Source: an optimization exercise on an open RTL-to-GDS flow (aim: small area, a short achievable clock period and few clock cycles per item). Production flows keep margins and buffers that such runs may drop.
Only simulation tests tie the RTL to the original design; equivalence was not proved.

File: flow/config.mk
export PLATFORM = sky130hd
export DESIGN_NAME = lda_top
export DESIGN_NICKNAME = lda_top
export VERILOG_FILES = /design/flow/design.v
export SDC_FILE = /design/flow/constraint.sdc
export NUM_CORES = 4
export LEC_CHECK = 0
export CAP_MARGIN = 20
export CORE_MARGIN = 2
export CORE_UTILIZATION = 25
export SLEW_MARGIN = 20
File: flow/constraint.sdc
create_clock -name core_clock -period 6.5 [get_ports {clk}]
set_input_delay 1.3000 -clock core_clock [delete_from_list [all_inputs] [get_ports {clk}]]
set_output_delay 1.3000 -clock core_clock [all_outputs]
set_load 0.01 [all_outputs]
File: flow/design.v
package lda_pkg;
  localparam int IMG_DIM  = 32;      
  localparam int COORD_W  = 5;
  localparam int COUNT_W  = 11;      
  localparam int BANKS    = 4;       
  localparam int SLOTS    = 8;
  localparam int UV_W     = 15;      
  localparam int SQ_W     = 27;      
  localparam int XY_W     = 28;      
  localparam int WB_ADR_W = 6;
endpackage
`timescale 1ns/1ps
module lda_wb_regs (
  input  logic        clk,
  input  logic        arst_n,
  input  logic        wb_cyc,
  input  logic        wb_stb,
  input  logic        wb_we,
  input  logic [5:0]  wb_adr,
  input  logic [31:0] wb_dat_w,
  output logic [31:0] wb_dat_r,
  output logic        wb_ack,
  output logic        row_wr,
  output logic [31:0] row_old,      
  output logic        start,
  input  logic        calc_done,    
  input  logic        res_pend,     
  input  logic [lda_pkg::COUNT_W-1:0]     nb_r,
  input  logic signed [lda_pkg::UV_W-1:0] u_r,
  input  logic signed [lda_pkg::UV_W-1:0] v_r,
  input  logic [lda_pkg::SQ_W-1:0]        pxx_r,
  input  logic signed [lda_pkg::XY_W-1:0] pxy_r,
  input  logic [lda_pkg::SQ_W-1:0]        pyy_r
);
  logic [31:0] head [4];          
  logic [2:0]  ph;                
  logic        clr;               
  logic        busy;
  logic        done;
  logic        req;
  logic        aligned;
  logic [3:0]  bank_sel;
  logic [3:0]  bank_wr;
  logic [3:0]  bank_keep;
  logic [31:0] rd_row;
  logic [31:0] rd_reg;
  logic        res_adr;
  assign req      = wb_cyc & wb_stb;
  assign aligned  = (wb_adr[2:0] == ph);
  assign row_wr   = req & wb_we & ~wb_adr[5] & aligned;
  assign start    = req & wb_we & (wb_adr == 6'd32) & wb_dat_w[0] & ~busy;
  assign res_adr  = (wb_adr[5:4] == 2'b10) & (wb_adr[3:0] >= 4'd2) & (wb_adr[3:0] <= 4'd10);
  assign wb_ack   = req & (wb_adr[5] ? ~(res_pend & res_adr) : aligned);
  always_comb
  begin
    for (int b = 0; b < 4; b++)
    begin
      bank_sel[b]  = (wb_adr[4:3] == b[1:0]) & ~clr;
      bank_wr[b]   = row_wr & (wb_adr[4:3] == b[1:0]);
      bank_keep[b] = ~bank_wr[b] & ~clr;
    end
  end
  assign rd_row = ({32{bank_sel[0]}} & head[0]) | ({32{bank_sel[1]}} & head[1])
                | ({32{bank_sel[2]}} & head[2]) | ({32{bank_sel[3]}} & head[3]);
  assign row_old = rd_row;
  for (genvar b = 0; b < 4; b++)
  begin : g_ring
    logic [255:0] ring;           
    assign head[b] = ring[31:0];
    always_ff @(posedge clk)
      ring <= {({32{bank_wr[b]}} & wb_dat_w) | ({32{bank_keep[b]}} & ring[31:0]),
               ring[255:32]};
  end
  always_ff @(posedge clk or negedge arst_n)
  begin
    if (!arst_n)
    begin
      ph   <= '0;
      clr  <= 1'b1;
      busy <= 1'b0;
      done <= 1'b0;
    end
    else
    begin
      ph <= ph + 3'd1;
      if (ph == 3'd7)
        clr <= 1'b0;
      if (start)
      begin
        busy <= 1'b1;
        done <= 1'b0;
      end
      else if (calc_done)
      begin
        busy <= 1'b0;
        done <= 1'b1;
      end
    end
  end
  always_comb
  begin
    rd_reg = '0;
    if (!wb_adr[4])
      case (wb_adr[3:0])
        4'd1:  rd_reg = {30'd0, done, busy};
        4'd2:  rd_reg = {21'd0, nb_r};
        4'd3:  rd_reg = {{8{u_r[14]}}, u_r, 9'd0};
        4'd4:  rd_reg = {{8{v_r[14]}}, v_r, 9'd0};
        4'd5:  rd_reg = {pxx_r[13:0], 18'd0};
        4'd6:  rd_reg = {19'd0, pxx_r[26:14]};
        4'd7:  rd_reg = {pxy_r[13:0], 18'd0};
        4'd8:  rd_reg = {{18{pxy_r[27]}}, pxy_r[27:14]};
        4'd9:  rd_reg = {pyy_r[13:0], 18'd0};
        4'd10: rd_reg = {19'd0, pyy_r[26:14]};
        default: rd_reg = '0;
      endcase
    if (!done && wb_adr[3:0] != 4'd1)
      rd_reg = '0;
  end
  assign wb_dat_r = wb_adr[5] ? rd_reg : rd_row;
endmodule
`timescale 1ns/1ps
module class_accum (
  input  logic                               clk,
  input  logic                               arst_n,
  input  logic                               row_wr,
  input  logic [lda_pkg::COORD_W-1:0]        row_x,
  input  logic [lda_pkg::IMG_DIM-1:0]        row_old,
  input  logic [lda_pkg::IMG_DIM-1:0]        row_new,
  output logic [lda_pkg::COUNT_W-1:0]        nb,
  output logic signed [lda_pkg::UV_W-1:0]    u,
  output logic signed [lda_pkg::UV_W-1:0]    v
);
  logic        a_v;
  logic [4:0]  a_x;
  logic [31:0] a_o;
  logic [31:0] a_n;
  logic [6:0]  cc;         
  logic [9:0]  ss;         
  logic signed [7:0]  c;   
  logic signed [12:0] dv;
  logic signed [11:0] du;
  always_ff @(posedge clk or negedge arst_n)
  begin
    if (!arst_n)
      a_v <= 1'b0;
    else
      a_v <= row_wr;
  end
  always_ff @(posedge clk)
  begin
    a_x <= row_x;
    a_o <= row_old;
    a_n <= row_new;
  end
  always_comb
  begin
    cc = '0;
    ss = '0;
    for (int y = 0; y < 32; y++)
    begin
      cc = cc + 7'(a_o[y]) + 7'(!a_n[y]);
      ss = ss + (a_o[y] ? 10'(y) : 10'd0) + (!a_n[y] ? 10'(y) : 10'd0);
    end
    c  = $signed({1'b0, cc}) - 8'sd32;
    dv = $signed({2'b0, ss, 1'b0}) - 13'sd31 * $signed({6'b0, cc});
    du = $signed({1'b0, a_x, 1'b0} - 7'd31) * c;
  end
  always_ff @(posedge clk or negedge arst_n)
  begin
    if (!arst_n)
    begin
      nb <= 11'd1024;
      u  <= '0;
      v  <= '0;
    end
    else if (a_v)
    begin
      nb <= nb + 11'($signed(c));
      u  <= u + 15'(du);
      v  <= v + 15'(dv);
    end
  end
endmodule
`timescale 1ns/1ps
module scatter_calc (
  input  logic                               clk,
  input  logic                               arst_n,
  input  logic                               start,
  input  logic [lda_pkg::COUNT_W-1:0]        nb,
  input  logic signed [lda_pkg::UV_W-1:0]    u,
  input  logic signed [lda_pkg::UV_W-1:0]    v,
  output logic                               calc_done,
  output logic                               res_pend,
  output logic [lda_pkg::COUNT_W-1:0]        nb_r,
  output logic signed [lda_pkg::UV_W-1:0]    u_r,
  output logic signed [lda_pkg::UV_W-1:0]    v_r,
  output logic [lda_pkg::SQ_W-1:0]           pxx_r,
  output logic signed [lda_pkg::XY_W-1:0]    pxy_r,
  output logic [lda_pkg::SQ_W-1:0]           pyy_r
);
  logic [3:0] step;    
  logic signed [lda_pkg::UV_W-1:0] ma;
  logic signed [lda_pkg::UV_W-1:0] mb;
  logic signed [29:0] prod;
  assign ma   = step[2] ? v : u;
  assign mb   = step[0] ? u : v;
  assign prod = ma * mb;
  assign calc_done = step[2];
  assign res_pend  = 1'b0;
  always_ff @(posedge clk or negedge arst_n)
  begin
    if (!arst_n)
      step <= '0;
    else if (start)
      step <= 4'b0001;
    else
      step <= {step[2:0], 1'b0};
  end
  always_ff @(posedge clk)
  begin
    if (step[0])
    begin
      nb_r  <= nb;
      u_r   <= u;
      v_r   <= v;
      pxx_r <= prod[lda_pkg::SQ_W-1:0];
    end
    if (step[1])
      pxy_r <= prod[lda_pkg::XY_W-1:0];
    if (step[2])
      pyy_r <= prod[lda_pkg::SQ_W-1:0];
  end
endmodule
`timescale 1ns/1ps
module lda_top (
  input  logic                         clk,
  input  logic                         arst_n,
  input  logic                         wb_cyc,
  input  logic                         wb_stb,
  input  logic                         wb_we,
  input  logic [lda_pkg::WB_ADR_W-1:0] wb_adr,
  input  logic [31:0]                  wb_dat_w,
  input  logic [3:0]                   wb_sel,     
  output logic [31:0]                  wb_dat_r,
  output logic                         wb_ack
);
  logic        row_wr;
  logic [31:0] row_old;
  logic        start;
  logic        calc_done;
  logic        res_pend;
  logic [lda_pkg::COUNT_W-1:0]     nb, nb_r;
  logic signed [lda_pkg::UV_W-1:0] u, v, u_r, v_r;
  logic [lda_pkg::SQ_W-1:0]        pxx_r, pyy_r;
  logic signed [lda_pkg::XY_W-1:0] pxy_r;
  lda_wb_regs lda_wb_regs_inst (
    .clk       (clk),
    .arst_n    (arst_n),
    .wb_cyc    (wb_cyc),
    .wb_stb    (wb_stb),
    .wb_we     (wb_we),
    .wb_adr    (wb_adr),
    .wb_dat_w  (wb_dat_w),
    .wb_dat_r  (wb_dat_r),
    .wb_ack    (wb_ack),
    .row_wr    (row_wr),
    .row_old   (row_old),
    .start     (start),
    .calc_done (calc_done),
    .res_pend  (res_pend),
    .nb_r      (nb_r),
    .u_r       (u_r),
    .v_r       (v_r),
    .pxx_r     (pxx_r),
    .pxy_r     (pxy_r),
    .pyy_r     (pyy_r)
  );
  class_accum class_accum_inst (
    .clk     (clk),
    .arst_n  (arst_n),
    .row_wr  (row_wr),
    .row_x   (wb_adr[4:0]),
    .row_old (row_old),
    .row_new (wb_dat_w),
    .nb      (nb),
    .u       (u),
    .v       (v)
  );
  scatter_calc scatter_calc_inst (
    .clk       (clk),
    .arst_n    (arst_n),
    .start     (start),
    .nb        (nb),
    .u         (u),
    .v         (v),
    .calc_done (calc_done),
    .res_pend  (res_pend),
    .nb_r      (nb_r),
    .u_r       (u_r),
    .v_r       (v_r),
    .pxx_r     (pxx_r),
    .pxy_r     (pxy_r),
    .pyy_r     (pyy_r)
  );
endmodule
File: flow/run.sh
#!/bin/bash
# synth_recipe.tcl (not shown) runs the flow's synth.tcl, then flattens the netlist and writes it again
# the make line also repeats each setting of config.mk as NAME=value (left out here)
make -C /OpenROAD-flow-scripts/flow DESIGN_CONFIG=/design/flow/config.mk WORK_HOME=/design/flow/orfs CLKGATE_MAP_FILE= SYNTH_SCRIPT=/design/flow/synth_recipe.tcl finish
==> reports/results.tsv <==
metric	value	unit
Total Nets Final	5296	
largest net degree at the start of global routing	85	
total of flip-flops plus latches after synthesis	1267	
type of the most critical hold path	flip-flop to flip-flop	
antenna violations before repair	9	
Syn Area/Cell	12.5	µm²
count of cells along the worst register-to-register path	43	
number of hold violations in the final report	0	
Achievable Freq	0.0922	GHz
H-tree levels	3	
depth of the critical timing path with buffers and inverters included	43	
number of clock sinks	1267	
number of endpoints failing setup at the final stage	39	
worst clock skew	73.6	ps
endpoint type of the worst setup path	flip-flop	
overall die area	0.202	mm²
total global-route track usage	13.0	%
buffers added on ports	75	
Hold Buf Count CTS	0	
number of standard cells in the final layout excluding fillers	7306	
Total Routed Length	131	mm
post-synth design cell area	0.0497	mm²
status	complete, but fails checks	
clock tree from TritonCTS	yes	
post-synth top area cell	sky130_fd_sc_hd__dfxtp_1	
Top Ports	80	
Hold Path Depth	0	
fraction of synthesized cell area taken by the top area cell type	44.1	%
sequential element share of the synthesized area	54.1	%
worst setup path category	flip-flop to flip-flop	
total DRC errors in the routed layout	0	
number of nets produced by synthesis	4708	
First-pass DRT Iterations	7	
antenna violation net count after detailed routing	0	
worst path required time	7100	ps
sum of overflow across all layers after global routing	0	
most frequent standard cell in the layout excluding fill and tap cells	sky130_fd_sc_hd__dfxtp_1	
maximum cell stage delay along the critical path	530	ps
Slew Limit Headroom	38.6	%
count of distinct cell types in the synthesized netlist	71	
clock-pin slew of the registers on the worst-case setup and hold paths	70	ps
vias in the first global route	31757	
startpoint types	flip-flop	
count of routing violations after the opening detailed-route iteration	1926	
wire per inst	17.9	µm
mean number of vias per cell	4.05	
core area	0.197	mm²
Design Area, Final	0.0631	mm²
Tcrit/Tclk final	167	%
DP Wirelength	98.3	mm
Final Critical Period	10840	ps
async set or reset register ratio after synthesis	4.03	%
number of buffer and inverter instances along the worst setup path	8	
Max Cap Violations	0	
Yosys warnings	4	
top fanout value on the critical path	4	
Largest delay share family, worst path	adder cells	
wire length of the first global-routing pass	200	mm
clock network latency to the later pin of the worst-skew pair	730	ps
number of instances in the synthesized netlist	3983	
standard-cell rows	163	
Setup WS post-layout	-4340	ps
share of layout cells above drive strength 1	21.8	%
Initial Utilization	25.2	%
growth of design area from synthesis to finish	27.0	%
predominant post-synthesis flop cell	sky130_fd_sc_hd__dfxtp_1	
Die Y-Extent	450	µm
RSZ-0062 raised after global routing	yes	
number of cells after detailed placement	7039	
final-layout fill cell count	19707	
total via count in the routed design	29610	
critical path's most frequent cell	sky130_fd_sc_hd__fa_1	
CTS root buf	sky130_fd_sc_hd__clkbuf_16	
Max Buffers Root-to-Sink	3	
number of buffers created by CTS	112	
reasons for failing layout checks	negative setup slack	
die span in x	450	µm
count of flip-flops with a built-in enable after synthesis	123	
GPL Wtd Cong	0.943	
accumulated negative setup slack	-97870	ps
Crit-path slowest cell	sky130_fd_sc_hd__fa_1	
pins over their slew limit	0	
most frequent cells in the layout	1091 x sky130_fd_sc_hd__dfxtp_1, 517 x sky130_fd_sc_hd__inv_1, 443 x sky130_fd_sc_hd__buf_4	
arrival time at the worst endpoint	11440	ps
instance area after placement	0.0573	mm²
slew of the pin with the lowest slew margin	921	ps
cell types occupying the most area after synthesis	sky130_fd_sc_hd__dfxtp_1 44%, sky130_fd_sc_hd__fa_1 19%, sky130_fd_sc_hd__edfxtp_1 7.4%	
## worst paths after layout
kind,from,to,slack (ps)
worst max-delay path,class_accum_inst.a_o[22],class_accum_inst.u[14],-4340
worst min-delay path,lda_wb_regs_inst.g_ring[3].ring[192],lda_wb_regs_inst.g_ring[3].ring[160],300
worst max register to register,class_accum_inst.a_o[22],class_accum_inst.u[14],-4340
worst min register to register,lda_wb_regs_inst.g_ring[3].ring[192],lda_wb_regs_inst.g_ring[3].ring[160],300
max in group asynchronous,arst_n,scatter_calc_inst.step[2],5160
min in group asynchronous,arst_n,class_accum_inst.u[2],730
## per-layer routing
layer / vias to the layer above / part of all wire, % / track usage [%]
li1: 13863 / - / -
met1: 14943 / 43 / 16.5
met2: 614 / 49 / 22.3
met3: 186 / 3.9 / 1.54
met4: 4 / 4.2 / 5.38
met5: - / 0.021 / 0
## state kept, by name, indices dropped and copies added (netlist names)
register,flops
scatter_calc_inst.v_r,15
scatter_calc_inst.step,3
lda_wb_regs_inst.busy,1
lda_wb_regs_inst.clr,1
class_accum_inst.a_n,32
class_accum_inst.v,15
scatter_calc_inst.pyy_r,27
scatter_calc_inst.u_r,15
class_accum_inst.a_x,5
class_accum_inst.a_v,1
scatter_calc_inst.pxx_r,27
class_accum_inst.u,15
class_accum_inst.a_o,32
lda_wb_regs_inst.g_ring.ring,1024
scatter_calc_inst.nb_r,11
lda_wb_regs_inst.done,1
lda_wb_regs_inst.ph,3
class_accum_inst.nb,11
scatter_calc_inst.pxy_r,28
## repair_timing
action,CTS,global route
hold endpoints to repair,0,0
resized for setup,153,140
pin swaps,73,105
setup endpoints to repair,63,75
setup buffers,40,29
## cells in the mapped netlist, drive strengths merged, types with 33 or more instances
cell and n:
dfxtp 1093, inv 553, fa 462, nand2 415, ha 216, nor2 139, edfxtp 123, nand3b 99
clkbuf 90, xnor2 86, a21oi 79, o21ai 64, mux2 55, nand2b 51, dfrtp 49, a22o 41
a21o 40, a221o 33
## layout make-up
class	instances	area, µm²	share of cell area (%)
Clock inverter	45	674	1.07
Tap cell	2640	3300	5.24
Clock buffer	161	3250	5.15
Multi-Input combinational cell	2056	21900	34.7
Inverter	554	2090	3.31
Timing Repair Buffer	580	4970	7.88
Sequential cell	1267	26900	42.6
Antenna cell	3	7.51	0.0119
## kinds of logic (layout without fill, tap and decap cells)
family	count (synthesis)	count (layout)	synth area share, %
flip-flops	1267	1267	54.1
AND/OR/NAND/NOR	806	806	7.61
adder cells (fa/ha/maj)	678	678	24.1
buffers and inverters	660	1340	5.01
AO/OA/AOI/OAI	390	390	5.70
XOR/XNOR	104	104	1.85
multiplexers	78	78	1.71
other	0	3	0
## worst register-to-register path: cells and delay by family (launching register included)
kind,cells,cell delay [ps]
fa+ha+maj,16,6970
mux,1,290
xor+xnor,3,540
compound gates,9,1430
simple gates,6,730
flops,1,330
buf+inv,8,460
## through the flow
step / util [%] / hold slack (ps) / worst slack (ps)
floorplan: - / 310 / -4120
global placement: 29.0 / 310 / -4300
detailed placement: 29.0 / 312 / -4480
CTS: 31.5 / 288 / -4340
global route: 32.0 / 305 / -4700
finish: 32.0 / 296 / -4340
Testbench counts, summed over its fixed seeds: cycles 3,880, items 80.

[separate check: timing with driven ports]
No port has a modelled driver above. Below, the same layout with a new extraction and two added sets of constraints. Step 1, drivers: a clkbuf_16 drives clk and a buf_2 each remaining input, both assumed. Step 2 times the ports against the registers' clock, not the clock port: input delays grow and output delays shrink by t, the midpoint of the rising clock arrivals with the driver on. Three values: no drivers, after step 1, after step 2; two values: the first two.
t (ns): 0.754
setup slack, ns: -4.341 / -4.341 / -4.341
hold WS [ns]: 0.296 / 0.296 / 0.296
worst setup path after step 2: register to register
pins driven straight from the clock port: 1
For this run, drivers alone change the setup slack by 0.000 ns; drivers and shift together by 0.000 ns.
